Source: an optimization exercise on an open RTL-to-GDS flow (aim: small area). Production flows keep margins and buffers that such runs may drop. The RTL was checked by simulation tests, not by an equivalence proof against the original design. Power figures rest on the tool's default switching activity, not on a simulated workload.

==> flow/design.v <==
package omok_board_pkg;
    localparam int board_dim  = 10;
    localparam int cell_count = board_dim * board_dim;
    typedef logic [6:0] pos_t;
    localparam pos_t cursor_home = 7'd44;
    localparam logic [1:0] cell_empty = 2'b00;
    localparam logic [1:0] cell_black = 2'b10;
    localparam logic [1:0] cell_white = 2'b11;
    typedef struct packed {
        logic occupied;
        logic white;
    } cell_bits_t;
    typedef union packed {
        logic [1:0] code;
        cell_bits_t bits;
    } cell_t;
    typedef logic [2*cell_count-1:0] board_t;  
endpackage
package omok_rules_pkg;
    localparam int win_len = 5;
    localparam int arm_len        = 3;
    localparam int forbidden_arms = 2;
    localparam int check_lo = 3;
    localparam int check_hi = 6;
endpackage
module omok_top (
    input  logic         clk,
    input  logic         rst,
    input  logic         btn_left,
    input  logic         btn_right,
    input  logic         btn_up,
    input  logic         btn_down,
    input  logic         put,
    output logic [6:0]   cursor_pos,
    output logic [199:0] board,
    output logic [6:0]   move_count,
    output logic         black_win,
    output logic         white_win
);
    logic [3:0]  row, col;
    logic        left_prev, right_prev, up_prev, down_prev, put_prev;
    logic        forbidden;
    logic        win_pend;       
    logic [99:0] occ, wb;
    assign cursor_pos = {row, 3'b000} + {2'b00, row, 1'b0} + {3'b000, col};
    always_comb begin
        for (int i = 0; i < 100; i++) begin
            board[2*i+1] = occ[i];
            board[2*i]   = wb[i];
        end
    end
    logic w;                     
    assign w = move_count[0];
    logic [9:0] rs, cs;          
    always_comb begin
        for (int k = 0; k < 10; k++) begin
            rs[k] = row == 4'(k);
            cs[k] = col == 4'(k);
        end
    end
    logic [99:0] own;
    assign own = occ & ~(wb ^ {100{w}});
    logic [9:0] H, OH, V, OV, D, A;
    logic [4:0] dd, ss;
    assign dd = 5'(col) - 5'(row);
    assign ss = 5'(col) + 5'(row);
    logic [10:0] asel;
    always_comb begin
        asel = '0;
        for (int r = 0; r < 10; r++)
            for (int c = 0; c < 10; c++)
                if (c + r >= 4 && c + r <= 14) asel[c+r-4] = asel[c+r-4] | (rs[r] & cs[c]);
    end
    always_comb begin
        H = '0; OH = '0; V = '0; OV = '0; D = '0; A = '0;
        for (int r = 0; r < 10; r++) begin
            for (int j = 0; j < 10; j++) begin
                H[j]  = H[j]  | (rs[r] & own[r*10+j]);
                OH[j] = OH[j] | (rs[r] & occ[r*10+j]);
                V[j]  = V[j]  | (cs[r] & own[j*10+r]);
                if (r >= 3 && r <= 6)
                    OV[j] = OV[j] | (cs[r] & occ[j*10+r]);
            end
        end
        for (int d = -5; d <= 5; d++) begin
            for (int j = 0; j < 10; j++) begin
                if (j + d >= 0 && j + d <= 9)
                    D[j] = D[j] | ((dd == 5'(d)) & own[j*10+j+d]);
            end
        end
        for (int s = 4; s <= 14; s++) begin
            for (int j = 0; j < 10; j++) begin
                if (s - j >= 0 && s - j <= 9)
                    A[j] = A[j] | (asel[s-4] & own[(s-j)*10+j]);
            end
        end
    end
    function automatic logic five(logic [9:0] l);
        five = 1'b0;
        for (int s = 0; s <= 5; s++) five = five | (&l[s+:5]);
    endfunction
    logic win_hit;
    assign win_hit = five(H | cs) | five(V | rs) | five(D | rs) | five(A | cs);
    logic arm_r, arm_l, arm_u, arm_d, in_win, forb_next;
    always_comb begin
        arm_r = 1'b0; arm_l = 1'b0; arm_u = 1'b0; arm_d = 1'b0;
        for (int k = 3; k <= 6; k++) begin
            arm_r = arm_r | (cs[k] & H[k+1] & H[k+2] & ~OH[k+3]);
            arm_l = arm_l | (cs[k] & H[k-1] & H[k-2] & ~OH[k-3]);
            arm_d = arm_d | (rs[k] & V[k+1] & V[k+2] & ~OV[k+3]);
            arm_u = arm_u | (rs[k] & V[k-1] & V[k-2] & ~OV[k-3]);
        end
        in_win    = (|rs[6:3]) & (|cs[6:3]);
        forb_next = in_win & (3'(arm_r) + 3'(arm_l) + 3'(arm_u) + 3'(arm_d) == 3'd2);
    end
    logic cell_free, accept;
    assign cell_free = ~|(cs & OH);
    assign accept    = put & ~put_prev & cell_free & ~forbidden & ~black_win & ~white_win;
    logic [9:0]  ra, raw;
    logic [99:0] occ_n, wb_n;
    assign ra  = rs & {10{accept}};
    assign raw = ra & {10{w}};
    always_comb begin
        for (int r = 0; r < 10; r++) begin
            for (int c = 0; c < 10; c++) begin
                occ_n[r*10+c] = occ[r*10+c] | (ra[r] & cs[c]);
                wb_n[r*10+c]  = wb[r*10+c]  | (raw[r] & cs[c]);
            end
        end
    end
    function automatic logic [3:0] inc9(logic [3:0] v);
        logic [3:0] r;
        r[0] = ~v[0];
        r[1] = v[1] ^ v[0];
        r[2] = v[2] ^ (v[1] & v[0]);
        r[3] = v[3] ^ (v[2] & v[1] & v[0]);
        inc9 = r;
    endfunction
    function automatic logic [3:0] dec9(logic [3:0] v);
        logic [3:0] r;
        r[0] = ~v[0];
        r[1] = v[1] ^ ~v[0];
        r[2] = v[2] ^ (~v[1] & ~v[0]);
        r[3] = v[3] ^ (~v[2] & ~v[1] & ~v[0]);
        dec9 = r;
    endfunction
    logic fire_r, fire_l, fire_u, fire_d;
    assign fire_r = btn_right & ~right_prev;
    assign fire_l = btn_left  & ~left_prev;
    assign fire_u = btn_up    & ~up_prev;
    assign fire_d = btn_down  & ~down_prev;
    always_ff @(posedge clk or posedge rst) begin
        if (rst) begin
            row        <= 4'd4;
            col        <= 4'd4;
            left_prev  <= 1'b0;
            right_prev <= 1'b0;
            up_prev    <= 1'b0;
            down_prev  <= 1'b0;
            put_prev   <= 1'b0;
            forbidden  <= 1'b0;
            win_pend   <= 1'b0;
            black_win  <= 1'b0;
            white_win  <= 1'b0;
            move_count <= 7'd0;
            occ        <= '0;
            wb         <= '0;
        end else begin
            left_prev  <= btn_left;
            right_prev <= btn_right;
            up_prev    <= btn_up;
            down_prev  <= btn_down;
            put_prev   <= put;
            if (fire_r && col != 4'd9)      col <= inc9(col);
            else if (fire_l && col != 4'd0) col <= dec9(col);
            else if (fire_u && row != 4'd0) row <= dec9(row);
            else if (fire_d && row != 4'd9) row <= inc9(row);
            forbidden  <= forb_next;
            win_pend   <= accept & win_hit;
            if (win_pend) begin
                if (move_count[0]) black_win <= 1'b1;
                else               white_win <= 1'b1;
            end
            if (accept) move_count <= move_count + 7'd1;
            occ <= occ_n;
            wb  <= wb_n;
        end
    end
endmodule
export LEC_CHECK = 0
export CAP_MARGIN = 20
export CORE_MARGIN = 2
export CORE_UTILIZATION = 45
export PLACE_DENSITY = 0.6
export SLEW_MARGIN = 20
create_clock -name core_clock -period 18.0 [get_ports {clk}]
standard.sh (not shown) runs the stock make flow with config.mk's settings and CLKGATE_MAP_FILE= SYNTH_SCRIPT=/design/flow/synth_recipe.tcl, a recipe that flattens the netlist after the stock synthesis.
==> flow/flow/run.sh <==
#!/bin/bash
# Standard ORFS layout (standard synthesis unchanged) with buf_1 port buffers
# and a clock tree of clkbuf_4 without dummy loads. make's full output goes to layout.log;
# each ORFS step also keeps its own log under orfs/logs.
set -euo pipefail
CTS="-sink_clustering_enable -repair_clock_nets -dont_use_dummy_load"
CTS="$CTS -buf_list sky130_fd_sc_hd__clkbuf_4 -sink_clustering_size 10 -sink_clustering_max_diameter 40"
bash standard.sh \
  "BUFFER_PORTS_ARGS=-buffer_cell sky130_fd_sc_hd__buf_1" \
  "CTS_ARGS=$CTS" \
  finish > layout.log 2>&1
Then changed:
--- a/flow/design.v
+++ b/flow/design.v
@@ -129,20 +129,4 @@
         end
     end
-    function automatic logic [3:0] inc9(logic [3:0] v);
-        logic [3:0] r;
-        r[0] = ~v[0];
-        r[1] = v[1] ^ v[0];
-        r[2] = v[2] ^ (v[1] & v[0]);
-        r[3] = v[3] ^ (v[2] & v[1] & v[0]);
-        inc9 = r;
-    endfunction
-    function automatic logic [3:0] dec9(logic [3:0] v);
-        logic [3:0] r;
-        r[0] = ~v[0];
-        r[1] = v[1] ^ ~v[0];
-        r[2] = v[2] ^ (~v[1] & ~v[0]);
-        r[3] = v[3] ^ (~v[2] & ~v[1] & ~v[0]);
-        dec9 = r;
-    endfunction
     logic fire_r, fire_l, fire_u, fire_d;
     assign fire_r = btn_right & ~right_prev;
@@ -172,8 +156,8 @@
             down_prev  <= btn_down;
             put_prev   <= put;
-            if (fire_r && col != 4'd9)      col <= inc9(col);
-            else if (fire_l && col != 4'd0) col <= dec9(col);
-            else if (fire_u && row != 4'd0) row <= dec9(row);
-            else if (fire_d && row != 4'd9) row <= inc9(row);
+            if (fire_r && col != 4'd9)      col <= col + 4'd1;
+            else if (fire_l && col != 4'd0) col <= col - 4'd1;
+            else if (fire_u && row != 4'd0) row <= row - 4'd1;
+            else if (fire_d && row != 4'd9) row <= row + 4'd1;
             forbidden  <= forb_next;
             win_pend   <= accept & win_hit;
Die area went down by 1.3%.
Fmax rises by about 1.3%.
Wire length came out lower by about 0.8%.
Final area decreases by about 0.8%.
Power shrinks by 12%.
Sequential power shrinks by 15%.
Clock-buffer cell count is unchanged.
Utilization falls by 0.17 points.
Combinational power shrinks by 12%.

[afterwards: timing with drivers on the ports]
The results above use ideal ports. As a check the final layouts listed here were re-extracted and re-timed, cells and wires unchanged. Step 1, drivers: a clkbuf_16 drives clk and a buf_2 each remaining input, both assumed. Step 2 also shifts input and output timing later by t, the mid clock arrival at the registers, as if the neighbouring blocks saw the same clock. a / b / c = ideal ports / drivers / drivers and shift; a / b = the first two.
| run | shift t [ns] | setup WS [ns] | worst setup path at the end |
|---|---|---|---|
| the first run | 0.719 | 11.035 / 10.985 / 11.703 | register to output |
| the second run | 0.672 | 11.124 / 11.070 / 11.742 | register to output |
After both steps every run listed still meets setup and hold.
